Background: an optimization exercise with open tools, aiming at a short achievable clock period and few clock cycles. Do not read the settings as production practice. The RTL was checked by simulation tests, not by an equivalence proof against the original design. No activity file was given, so power comes from the tool's default toggle rates.

==> run D: inputs <==
==> flow/design.v <==
package icache_pkg;
	localparam int NUM_WAYS = 4;
	localparam int WAY_IDX_W = 2;
	localparam int WORDS_PER_SLICE = 16;
	localparam int WORD_BYTES = 4;
	localparam int SLICE_BYTES = WORDS_PER_SLICE * WORD_BYTES;
	localparam int SLICE_SHIFT = 6;
	localparam int WORD_IDX_W = 4;
	localparam int L2_CREDITS = 2;
	localparam int CREDIT_W = $clog2(L2_CREDITS + 1);
	typedef logic [31:0] word_t;
	typedef logic [31:0] addr_t;
	typedef enum logic [1:0]
	{
		IDLE,
		REQUEST,
		COMMIT
	} refill_state_e;
endpackage
`timescale 1ns/100ps
module icache_g_xnor2
(
	input  logic i_a,
	input  logic i_b,
	output logic o_y
);
	assign o_y = !(i_a ^ i_b);
endmodule
module icache_g_nand3
(
	input  logic [2:0] i_a,
	output logic       o_y
);
	assign o_y = !(&i_a);
endmodule
module icache_g_nor3
(
	input  logic [2:0] i_a,
	output logic       o_y
);
	assign o_y = !(|i_a);
endmodule
module icache_g_a22oi
(
	input  logic i_a1,
	input  logic i_a2,
	input  logic i_b1,
	input  logic i_b2,
	output logic o_y
);
	assign o_y = !((i_a1 && i_a2) || (i_b1 && i_b2));
endmodule
module icache_g_nand4
(
	input  logic [3:0] i_a,
	output logic       o_y
);
	assign o_y = !(&i_a);
endmodule
module icache_g_o2111ai
(
	input  logic i_a1,
	input  logic i_a2,
	input  logic i_b1,
	input  logic i_c1,
	input  logic i_d1,
	output logic o_y
);
	assign o_y = !((i_a1 || i_a2) && i_b1 && i_c1 && i_d1);
endmodule
module icache_g_inv
(
	input  logic i_a,
	output logic o_y
);
	assign o_y = !i_a;
endmodule
module icache_g_and4
(
	input  logic [3:0] i_a,
	output logic       o_y
);
	assign o_y = &i_a;
endmodule
module icache_dec4
(
	input  logic [3:0]  i_a,
	output logic [15:0] o_oh
);
	logic [3:0] an;
	for (genvar b = 0; b < 4; b++)
	begin : g_inv
		icache_g_inv u_inv (.i_a(i_a[b]), .o_y(an[b]));
	end
	for (genvar i = 0; i < 16; i++)
	begin : g_line
		icache_g_and4 u_and
		(
			.i_a ({i[3] ? i_a[3] : an[3], i[2] ? i_a[2] : an[2],
				i[1] ? i_a[1] : an[1], i[0] ? i_a[0] : an[0]}),
			.o_y (o_oh[i])
		);
	end
endmodule
module icache_slice
(
	input  logic [25:0] i_blk,
	input  logic [25:0] i_tag,
	input  logic        i_tvalid,
	input  logic        i_full,
	output logic [8:0]  o_n,
	output logic        o_nfast
);
	logic [26:0] x;
	logic [8:0]  n;
	logic [2:0]  eq;
	for (genvar j = 0; j < 26; j++)
	begin : g_x
		icache_g_xnor2 u_x (.i_a(i_blk[j]), .i_b(i_tag[j]), .o_y(x[j]));
	end
	assign x[26] = i_tvalid;
	for (genvar k = 0; k < 9; k++)
	begin : g_n
		icache_g_nand3 u_n (.i_a(x[3*k +: 3]), .o_y(n[k]));
	end
	assign o_n = n;
	for (genvar k = 0; k < 3; k++)
	begin : g_e
		icache_g_nor3 u_e (.i_a(n[3*k +: 3]), .o_y(eq[k]));
	end
	icache_g_nand4 u_nf (.i_a({eq, i_full}), .o_y(o_nfast));
endmodule
`timescale 1ns/100ps
module icache_word_sel
(
	input  logic [15:0]  i_word,
	input  logic [511:0] i_mem,
	output logic [31:0]  o_data
);
	always_comb
	begin
		o_data = '0;
		for (int i = 0; i < 16; i++)
			o_data = o_data | (i_mem[i*32 +: 32] & {32{i_word[i]}});
	end
endmodule
`timescale 1ns/100ps
module icache_g_nand2
(
	input  logic [1:0] i_a,
	output logic       o_y
);
	assign o_y = !(&i_a);
endmodule
module icache_g_nor2
(
	input  logic [1:0] i_a,
	output logic       o_y
);
	assign o_y = !(|i_a);
endmodule
module icache_read_sel
(
	input  logic [3:0] i_nfast,
	input  logic       i_nslow,
	output logic       o_miss
);
	logic [1:0] t;
	icache_g_nand2 u_t0 (.i_a(i_nfast[1:0]), .o_y(t[0]));
	icache_g_nand3 u_t1 (.i_a({i_nfast[3:2], i_nslow}), .o_y(t[1]));
	icache_g_nor2  u_m  (.i_a(t), .o_y(o_miss));
endmodule
`timescale 1ns/100ps
module icache_top
(
	input  logic  clk,
	input  logic  rst_n,
	input  logic [31:0] i_pc,
	input  logic  i_l2_rvalid,
	input  logic [31:0] i_l2_rdata,
	output logic [31:0] o_code,
	output logic  o_code_valid,
	output logic  o_miss,
	output logic  o_l2_req,
	output logic [31:0] o_l2_addr
);
	localparam int W = 4;    
	localparam int N = 16;   
	logic [25:0]  tag    [W];
	logic [W-1:0] tvalid;
	logic [W-1:0] victim;
	logic [N-1:0] wvalid [W];
	logic [W-1:0] act;
	logic [3:0]   nxt    [W];
	logic [3:0]   rem    [W];
	logic [31:0]  mem    [W][N];
	logic [1:0]   cnt;
	logic [W-1:0][N-1:0] q_oh0, q_oh1;
	logic [W-1:0] q_w0, q_w1;
	logic [31:2]  ptag;
	logic [W-1:0] alloc_q;
	logic         sel_pc;
	logic         req_q;
	logic [W-1:0] req_w;      
	logic [N-1:0] req_i;      
	logic [31:0]  req_addr;
	logic [W-1:0] dem;
	logic         dlv_q;
	logic [3:0]   pidx;
	logic [N-1:0] pdec;
	logic [W-1:0] match;
	logic [W-1:0] ready;
	logic [W-1:0] arrive;
	logic [W-1:0] full;       
	logic         nslow_q;    
	logic         hit;
	logic         deliver;
	logic [31:0]  rd_word;
	assign pidx = i_pc[5:2];
	always_comb
		for (int i = 0; i < N; i++)
			pdec[i] = (pidx == 4'(i));
	logic [8:0]   eqn [W];
	logic [W-1:0] nfast;
	for (genvar w = 0; w < W; w++)
	begin : g_way
		icache_slice u_way
		(
			.i_blk    (i_pc[31:6]),
			.i_tag    (tag[w]),
			.i_tvalid (tvalid[w]),
			.i_full   (full[w]),
			.o_n      (eqn[w]),
			.o_nfast  (nfast[w])
		);
	end
	icache_read_sel u_miss
	(
		.i_nfast  (nfast),
		.i_nslow  (nslow_q),
		.o_miss   (o_miss)
	);
	always_comb
		for (int w = 0; w < W; w++)
		begin
			match[w]  = ~|eqn[w];
			arrive[w] = i_l2_rvalid && |(q_oh0[w] & pdec);
			ready[w]  = match[w] && (|(wvalid[w] & pdec) || arrive[w]);
		end
	logic [31:0]  wword [W];
	logic [31:0]  word_q [W];
	for (genvar w = 0; w < W; w++)
	begin : g_rd
		logic [N*32-1:0] mem_flat;
		for (genvar i = 0; i < N; i++)
		begin : g_i
			assign mem_flat[i*32 +: 32] = mem[w][i];
		end
		icache_word_sel u_rd
		(
			.i_word (pdec),
			.i_mem  (mem_flat),
			.o_data (wword[w])
		);
	end
	always_comb
	begin
		rd_word = '0;
		for (int w = 0; w < W; w++)
			rd_word = rd_word | word_q[w];
	end
	assign hit     = |match;
	assign deliver = |(match & full) || !nslow_q;
	logic victim_busy;
	assign victim_busy = |(victim & (act | q_w0 | q_w1 | req_w));
	logic alloc;
	assign alloc = !hit && !victim_busy && !(|alloc_q);
	logic [1:0] cnt_nxt;
	logic       credit;
	assign cnt_nxt = cnt + {1'b0, req_q} - {1'b0, i_l2_rvalid};
	assign credit  = (cnt_nxt != 2'd2);
	logic [W-1:0] pick;
	logic [W-1:0] dem_act;
	logic [W-1:0] oldest;
	logic         any_act;
	always_comb
	begin
		dem_act = dem & act;
		oldest = '0;
		for (int k = W-1; k >= 0; k--)
			for (int v = 0; v < W; v++)
				if (victim[v] && act[(v + k) % W])
				begin
					oldest = '0;
					oldest[(v + k) % W] = 1'b1;
				end
		pick    = (dem_act != '0) ? dem_act : oldest;
		any_act = |act;
	end
	logic issue;
	assign issue = credit && any_act && !alloc;
	logic [3:0]  pick_idx;
	logic [25:0] pick_tag;
	always_comb
	begin
		pick_idx = '0;
		pick_tag = '0;
		for (int w = 0; w < W; w++)
		begin
			pick_idx = pick_idx | (nxt[w] & {4{pick[w]}});
			pick_tag = pick_tag | ((alloc_q[w] ? ptag[31:6] : tag[w]) & {26{pick[w]}});
		end
	end
	logic [N-1:0] req_oh;
	always_comb
		for (int i = 0; i < N; i++)
			req_oh[i] = sel_pc ? (ptag[5:2] == 4'(i)) : req_i[i];
	always_ff @(posedge clk, negedge rst_n)
	begin
		if (!rst_n)
		begin
			tvalid <= '0;
			victim <= 4'b0001;
			act    <= '0;
			cnt    <= '0;
			req_q  <= 1'b0;
			req_w  <= '0;
			sel_pc <= 1'b0;
			alloc_q <= '0;
			dlv_q  <= 1'b0;
			nslow_q <= 1'b1;
			full   <= '0;
			q_oh0  <= '0;
			q_oh1  <= '0;
			q_w0   <= '0;
			q_w1   <= '0;
			for (int w = 0; w < W; w++)
				wvalid[w] <= '0;
		end
		else
		begin
			cnt     <= cnt_nxt;
			dlv_q   <= deliver;
			nslow_q <= !(|ready && !deliver);
			for (int w = 0; w < W; w++)
			begin
				if (alloc_q[w])
				begin
					tvalid[w] <= 1'b1;
					wvalid[w] <= '0;
					full[w]   <= 1'b0;
				end
				else
				begin
					wvalid[w] <= wvalid[w] | ({N{i_l2_rvalid}} & q_oh0[w]);
					full[w]   <= &(wvalid[w] | ({N{i_l2_rvalid}} & q_oh0[w]));
				end
			end
			if (i_l2_rvalid)
			begin
				q_oh0 <= q_oh1;
				q_w0  <= q_w1;
				q_oh1 <= '0;
				q_w1  <= '0;
			end
			if (req_q)
			begin
				if (cnt == 2'd0 || (cnt == 2'd1 && i_l2_rvalid))
				begin
					for (int w = 0; w < W; w++)
						q_oh0[w] <= req_w[w] ? req_oh : '0;
					q_w0 <= req_w;
				end
				else
				begin
					for (int w = 0; w < W; w++)
						q_oh1[w] <= req_w[w] ? req_oh : '0;
					q_w1 <= req_w;
				end
			end
			req_q   <= 1'b0;
			req_w   <= '0;
			sel_pc  <= 1'b0;
			alloc_q <= alloc ? victim : '0;
			if (alloc)
			begin
				for (int w = 0; w < W; w++)
					if (victim[w])
						act[w] <= 1'b1;
				victim <= {victim[W-2:0], victim[W-1]};
				if (credit)
				begin
					req_q  <= 1'b1;
					req_w  <= victim;
					sel_pc <= 1'b1;
				end
			end
			else if (issue)
			begin
				req_q <= 1'b1;
				req_w <= pick;
				for (int w = 0; w < W; w++)
					if (pick[w] && rem[w] == 4'd0)
						act[w] <= 1'b0;
			end
		end
	end
	always_ff @(posedge clk)
	begin
		for (int w = 0; w < W; w++)
		begin
			if (alloc_q[w])
				tag[w] <= ptag[31:6];
			if (alloc && victim[w])
			begin
				nxt[w] <= credit ? pidx + 1'b1 : pidx;
				rem[w] <= credit ? 4'd14 : 4'd15;
			end
			else if (issue && pick[w])
			begin
				nxt[w] <= nxt[w] + 1'b1;
				rem[w] <= rem[w] - 1'b1;
			end
		end
		req_i    <= N'(1) << pick_idx;
		req_addr <= alloc ? {i_pc[31:2], 2'b00} : {pick_tag, pick_idx, 2'b00};
		ptag     <= i_pc[31:2];
		dem    <= hit ? match : (|alloc_q) ? alloc_q : victim;
		for (int w = 0; w < W; w++)
			word_q[w] <= wword[w] & {32{match[w]}};
		for (int w = 0; w < W; w++)
			for (int i = 0; i < N; i++)
				if (i_l2_rvalid && q_oh0[w][i])
					mem[w][i] <= i_l2_rdata;
	end
	assign o_l2_req     = req_q;
	assign o_l2_addr    = req_addr;
	assign o_code_valid = dlv_q;
	assign o_code       = rd_word;
endmodule
==> flow/run.sh <==
#!/bin/bash
# synth_recipe.tcl (not shown) runs the flow's synth.tcl, then flattens the netlist and writes it again
# the make line also repeats each setting of config.mk as NAME=value (left out here)
make -C /OpenROAD-flow-scripts/flow DESIGN_CONFIG=/design/flow/config.mk WORK_HOME=/design/flow/orfs CLKGATE_MAP_FILE= SYNTH_SCRIPT=/design/flow/synth_recipe.tcl finish
==> flow/config.mk <==
export PLATFORM = sky130hd
export DESIGN_NAME = icache_top
export DESIGN_NICKNAME = icache_top
export VERILOG_FILES = /design/flow/design.v
export SDC_FILE = /design/flow/constraint.sdc
export NUM_CORES = 4
export LEC_CHECK = 0
export CAP_MARGIN = 20
export CORE_MARGIN = 2
export CORE_UTILIZATION = 40
export SETUP_SLACK_MARGIN = 2.5
export SLEW_MARGIN = 20
export SYNTH_HIERARCHICAL = 1
==> flow/constraint.sdc <==
create_clock -name core_clock -period 5.5 [get_ports {clk}]
set_input_delay 1.1000 -clock core_clock [delete_from_list [all_inputs] [get_ports {clk}]]
set_output_delay 1.1000 -clock core_clock [all_outputs]
set_load 0.01 [all_outputs]
==> run H (differences from run D) <==
==> flow/design.v, changed modules only <==
module icache_dec4
(
	input  logic [3:0]  i_a,
	output logic [15:0] o_oh
);
	assign o_oh = 16'h0001 << i_a;
endmodule
module icache_slice
(
	input  logic [25:0] i_blk,
	input  logic [15:0] i_dec,
	input  logic [25:0] i_tag,
	input  logic        i_tvalid,
	input  logic [15:0] i_wvalid,
	output logic [2:0]  o_eq,
	output logic        o_nready
);
	logic [26:0] x;
	logic [8:0]  n;
	for (genvar j = 0; j < 26; j++)
	begin : g_x
		icache_g_xnor2 u_x (.i_a(i_blk[j]), .i_b(i_tag[j]), .o_y(x[j]));
	end
	assign x[26] = i_tvalid;
	for (genvar k = 0; k < 9; k++)
	begin : g_n
		icache_g_nand3 u_n (.i_a(x[3*k +: 3]), .o_y(n[k]));
	end
	for (genvar k = 0; k < 3; k++)
	begin : g_e
		icache_g_nor3 u_e (.i_a(n[3*k +: 3]), .o_y(o_eq[k]));
	end
	logic [7:0] s;
	logic [1:0] h;
	for (genvar k = 0; k < 8; k++)
	begin : g_s
		icache_g_a22oi u_s
		(
			.i_a1 (i_dec[2*k]),
			.i_a2 (i_wvalid[2*k]),
			.i_b1 (i_dec[2*k+1]),
			.i_b2 (i_wvalid[2*k+1]),
			.o_y  (s[k])
		);
	end
	for (genvar k = 0; k < 2; k++)
	begin : g_h
		icache_g_nand4 u_h (.i_a(s[4*k +: 4]), .o_y(h[k]));
	end
	icache_g_o2111ai u_nr
	(
		.i_a1 (h[0]),
		.i_a2 (h[1]),
		.i_b1 (o_eq[0]),
		.i_c1 (o_eq[1]),
		.i_d1 (o_eq[2]),
		.o_y  (o_nready)
	);
endmodule
module icache_word_sel
(
	input  logic [3:0]    i_way,
	input  logic [15:0]   i_word,
	input  logic [2047:0] i_mem,
	output logic [31:0]   o_data
);
	always_comb
	begin
		o_data = '0;
		for (int w = 0; w < 4; w++)
			for (int i = 0; i < 16; i++)
				o_data = o_data | (i_mem[(w*16+i)*32 +: 32] & {32{i_way[w] && i_word[i]}});
	end
endmodule
module icache_read_sel
(
	input  logic [3:0] i_nready,
	output logic       o_miss
);
	assign o_miss = &i_nready;
endmodule
module icache_top
(
	input  logic  clk,
	input  logic  rst_n,
	input  logic [31:0] i_pc,
	input  logic  i_l2_rvalid,
	input  logic [31:0] i_l2_rdata,
	output logic [31:0] o_code,
	output logic  o_code_valid,
	output logic  o_miss,
	output logic  o_l2_req,
	output logic [31:0] o_l2_addr
);
	localparam int W = 4;    
	localparam int N = 16;   
	logic [25:0]  tag    [W];
	logic [W-1:0] tvalid;
	logic [W-1:0] victim;
	logic [N-1:0] wvalid [W];
	logic [W-1:0] act;
	logic [3:0]   nxt    [W];
	logic [3:0]   rem    [W];
	logic [31:0]  mem    [W][N];
	logic [1:0]   cnt;
	logic [W-1:0][N-1:0] q_oh0, q_oh1;
	logic [W-1:0] q_w0, q_w1;
	logic         req_q;
	logic [W-1:0] req_w;      
	logic [N-1:0] req_i;      
	logic [31:0]  req_addr;
	logic [W-1:0] dem;
	logic         dlv_q;
	logic [31:0]  code_q;
	logic [3:0]   pidx;
	logic [N-1:0] pdec;
	logic [W-1:0] match;
	logic [W-1:0] ready;
	logic [W-1:0] nready;
	logic         hit;
	logic         deliver;
	logic [31:0]  rd_word;
	assign pidx = i_pc[5:2];
	always_comb
		for (int i = 0; i < N; i++)
			pdec[i] = (pidx == 4'(i));
	logic [2:0]   eqp [W];
	logic [N-1:0] mdec;
	icache_dec4 u_mdec (.i_a(pidx), .o_oh(mdec));
	for (genvar w = 0; w < W; w++)
	begin : g_way
		icache_slice u_way
		(
			.i_blk    (i_pc[31:6]),
			.i_dec    (mdec),
			.i_tag    (tag[w]),
			.i_tvalid (tvalid[w]),
			.i_wvalid (wvalid[w]),
			.o_eq     (eqp[w]),
			.o_nready (nready[w])
		);
	end
	icache_read_sel u_miss
	(
		.i_nready (nready),
		.o_miss   (o_miss)
	);
	always_comb
		for (int w = 0; w < W; w++)
		begin
			match[w] = &eqp[w];
			ready[w] = match[w] && |(wvalid[w] & pdec);
		end
	logic [W*N*32-1:0] mem_flat;
	always_comb
		for (int w = 0; w < W; w++)
			for (int i = 0; i < N; i++)
				mem_flat[(w*N+i)*32 +: 32] = mem[w][i];
	icache_word_sel u_rd
	(
		.i_way  (match),
		.i_word (pdec),
		.i_mem  (mem_flat),
		.o_data (rd_word)
	);
	assign hit     = |match;
	assign deliver = |ready;
	logic victim_busy;
	assign victim_busy = |(victim & (act | q_w0 | q_w1 | req_w));
	logic alloc;
	assign alloc = !hit && !victim_busy;
	logic [1:0] cnt_nxt;
	logic       credit;
	assign cnt_nxt = cnt + {1'b0, req_q} - {1'b0, i_l2_rvalid};
	assign credit  = (cnt_nxt != 2'd2);
	logic [W-1:0] pick;
	logic [W-1:0] dem_act;
	logic [W-1:0] oldest;
	logic         any_act;
	always_comb
	begin
		dem_act = dem & act;
		oldest = '0;
		for (int k = W-1; k >= 0; k--)
			for (int v = 0; v < W; v++)
				if (victim[v] && act[(v + k) % W])
				begin
					oldest = '0;
					oldest[(v + k) % W] = 1'b1;
				end
		pick    = (dem_act != '0) ? dem_act : oldest;
		any_act = |act;
	end
	logic issue;
	assign issue = credit && any_act && !alloc;
	logic [3:0]  pick_idx;
	logic [25:0] pick_tag;
	always_comb
	begin
		pick_idx = '0;
		pick_tag = '0;
		for (int w = 0; w < W; w++)
		begin
			pick_idx = pick_idx | (nxt[w] & {4{pick[w]}});
			pick_tag = pick_tag | (tag[w] & {26{pick[w]}});
		end
	end
	always_ff @(posedge clk, negedge rst_n)
	begin
		if (!rst_n)
		begin
			tvalid <= '0;
			victim <= 4'b0001;
			act    <= '0;
			cnt    <= '0;
			req_q  <= 1'b0;
			req_w  <= '0;
			dlv_q  <= 1'b0;
			q_oh0  <= '0;
			q_oh1  <= '0;
			q_w0   <= '0;
			q_w1   <= '0;
			for (int w = 0; w < W; w++)
				wvalid[w] <= '0;
		end
		else
		begin
			cnt   <= cnt_nxt;
			dlv_q <= deliver;
			for (int w = 0; w < W; w++)
				wvalid[w] <= wvalid[w] | ({N{i_l2_rvalid}} & q_oh0[w]);
			if (i_l2_rvalid)
			begin
				q_oh0 <= q_oh1;
				q_w0  <= q_w1;
				q_oh1 <= '0;
				q_w1  <= '0;
			end
			if (req_q)
			begin
				if (cnt == 2'd0 || (cnt == 2'd1 && i_l2_rvalid))
				begin
					for (int w = 0; w < W; w++)
						q_oh0[w] <= req_w[w] ? req_i : '0;
					q_w0 <= req_w;
				end
				else
				begin
					for (int w = 0; w < W; w++)
						q_oh1[w] <= req_w[w] ? req_i : '0;
					q_w1 <= req_w;
				end
			end
			req_q <= 1'b0;
			req_w <= '0;
			if (alloc)
			begin
				for (int w = 0; w < W; w++)
					if (victim[w])
					begin
						tvalid[w] <= 1'b1;
						wvalid[w] <= '0;
						act[w]    <= 1'b1;
					end
				victim <= {victim[W-2:0], victim[W-1]};
				if (credit)
				begin
					req_q <= 1'b1;
					req_w <= victim;
				end
			end
			else if (issue)
			begin
				req_q <= 1'b1;
				req_w <= pick;
				for (int w = 0; w < W; w++)
					if (pick[w] && rem[w] == 4'd0)
						act[w] <= 1'b0;
			end
		end
	end
	always_ff @(posedge clk)
	begin
		for (int w = 0; w < W; w++)
		begin
			if (alloc && victim[w])
			begin
				tag[w] <= i_pc[31:6];
				nxt[w] <= credit ? pidx + 1'b1 : pidx;
				rem[w] <= credit ? 4'd14 : 4'd15;
			end
			else if (issue && pick[w])
			begin
				nxt[w] <= nxt[w] + 1'b1;
				rem[w] <= rem[w] - 1'b1;
			end
		end
		if (alloc)
		begin
			req_i    <= pdec;
			req_addr <= {i_pc[31:2], 2'b00};
		end
		else
		begin
			req_i    <= N'(1) << pick_idx;
			req_addr <= {pick_tag, pick_idx, 2'b00};
		end
		dem    <= hit ? match : victim;
		code_q <= rd_word;
		for (int w = 0; w < W; w++)
			for (int i = 0; i < N; i++)
				if (i_l2_rvalid && q_oh0[w][i])
					mem[w][i] <= i_l2_rdata;
	end
	assign o_l2_req     = req_q;
	assign o_l2_addr    = req_addr;
	assign o_code_valid = dlv_q;
	assign o_code       = code_q;
endmodule
// module icache_g_inv removed
// module icache_g_and4 removed
// module icache_g_nand2 removed
// module icache_g_nor2 removed
SETUP_SLACK_MARGIN = 2.3   (was 2.5)
==> summary of the runs <==
- Clock-buffer cell count: run D is higher than run H (83).
- Between run H and run D, the lower sequential power is in run D (gap about 12%, measured against run D).
- Against run H, the register-to-register slack of run D is higher by 0.26 ns.
- Between run H and run D, the lower setup slack is in run H (gap 0.47 ns).
- Run H ran to the end with no violations. Run D ran to the end with no violations.
- Between run D and run H, the lower routed wire length is in run H (gap 1.6%, measured against run H).
Testbench counts of run D, summed over its fixed seeds: cycles 74,083.
Testbench counts of run H, summed over its fixed seeds: cycles 73,441.

port drivers added, routing unchanged:
How much do the figures lean on ideal ports? The routed layouts below were timed once more, with nothing changed but the port constraints. Step 1 (the two cells are an assumption about what drives the block):
set clk [get_ports {clk}]
set_driving_cell -lib_cell sky130_fd_sc_hd__clkbuf_16 $clk
set_driving_cell -lib_cell sky130_fd_sc_hd__buf_2 [delete_from_list [all_inputs] $clk]
Step 2 adds t to the input delays and takes it off the output delays; t is the mean of the earliest and latest rising clock arrival at the registers after step 1. Input paths then give back, and output paths get back, about the clock's delay inside the block. Slacks: ideal / step 1 / step 2; pairs: ideal / step 1.
| run | shift t [ns] | setup slack, ns | latest minus earliest clock arrival (ns) |
|---|---|---|---|
| run D | 0.980 | 2.183 / 2.101 / 1.431 | 0.093 / 0.093 |
| run H | 0.942 | 1.715 / 1.668 / 0.945 | 0.093 / 0.093 |
After both steps every run listed still meets setup and hold. For run H, which loses most, drivers alone change the setup slack by -0.047 ns; drivers and shift together by -0.770 ns.
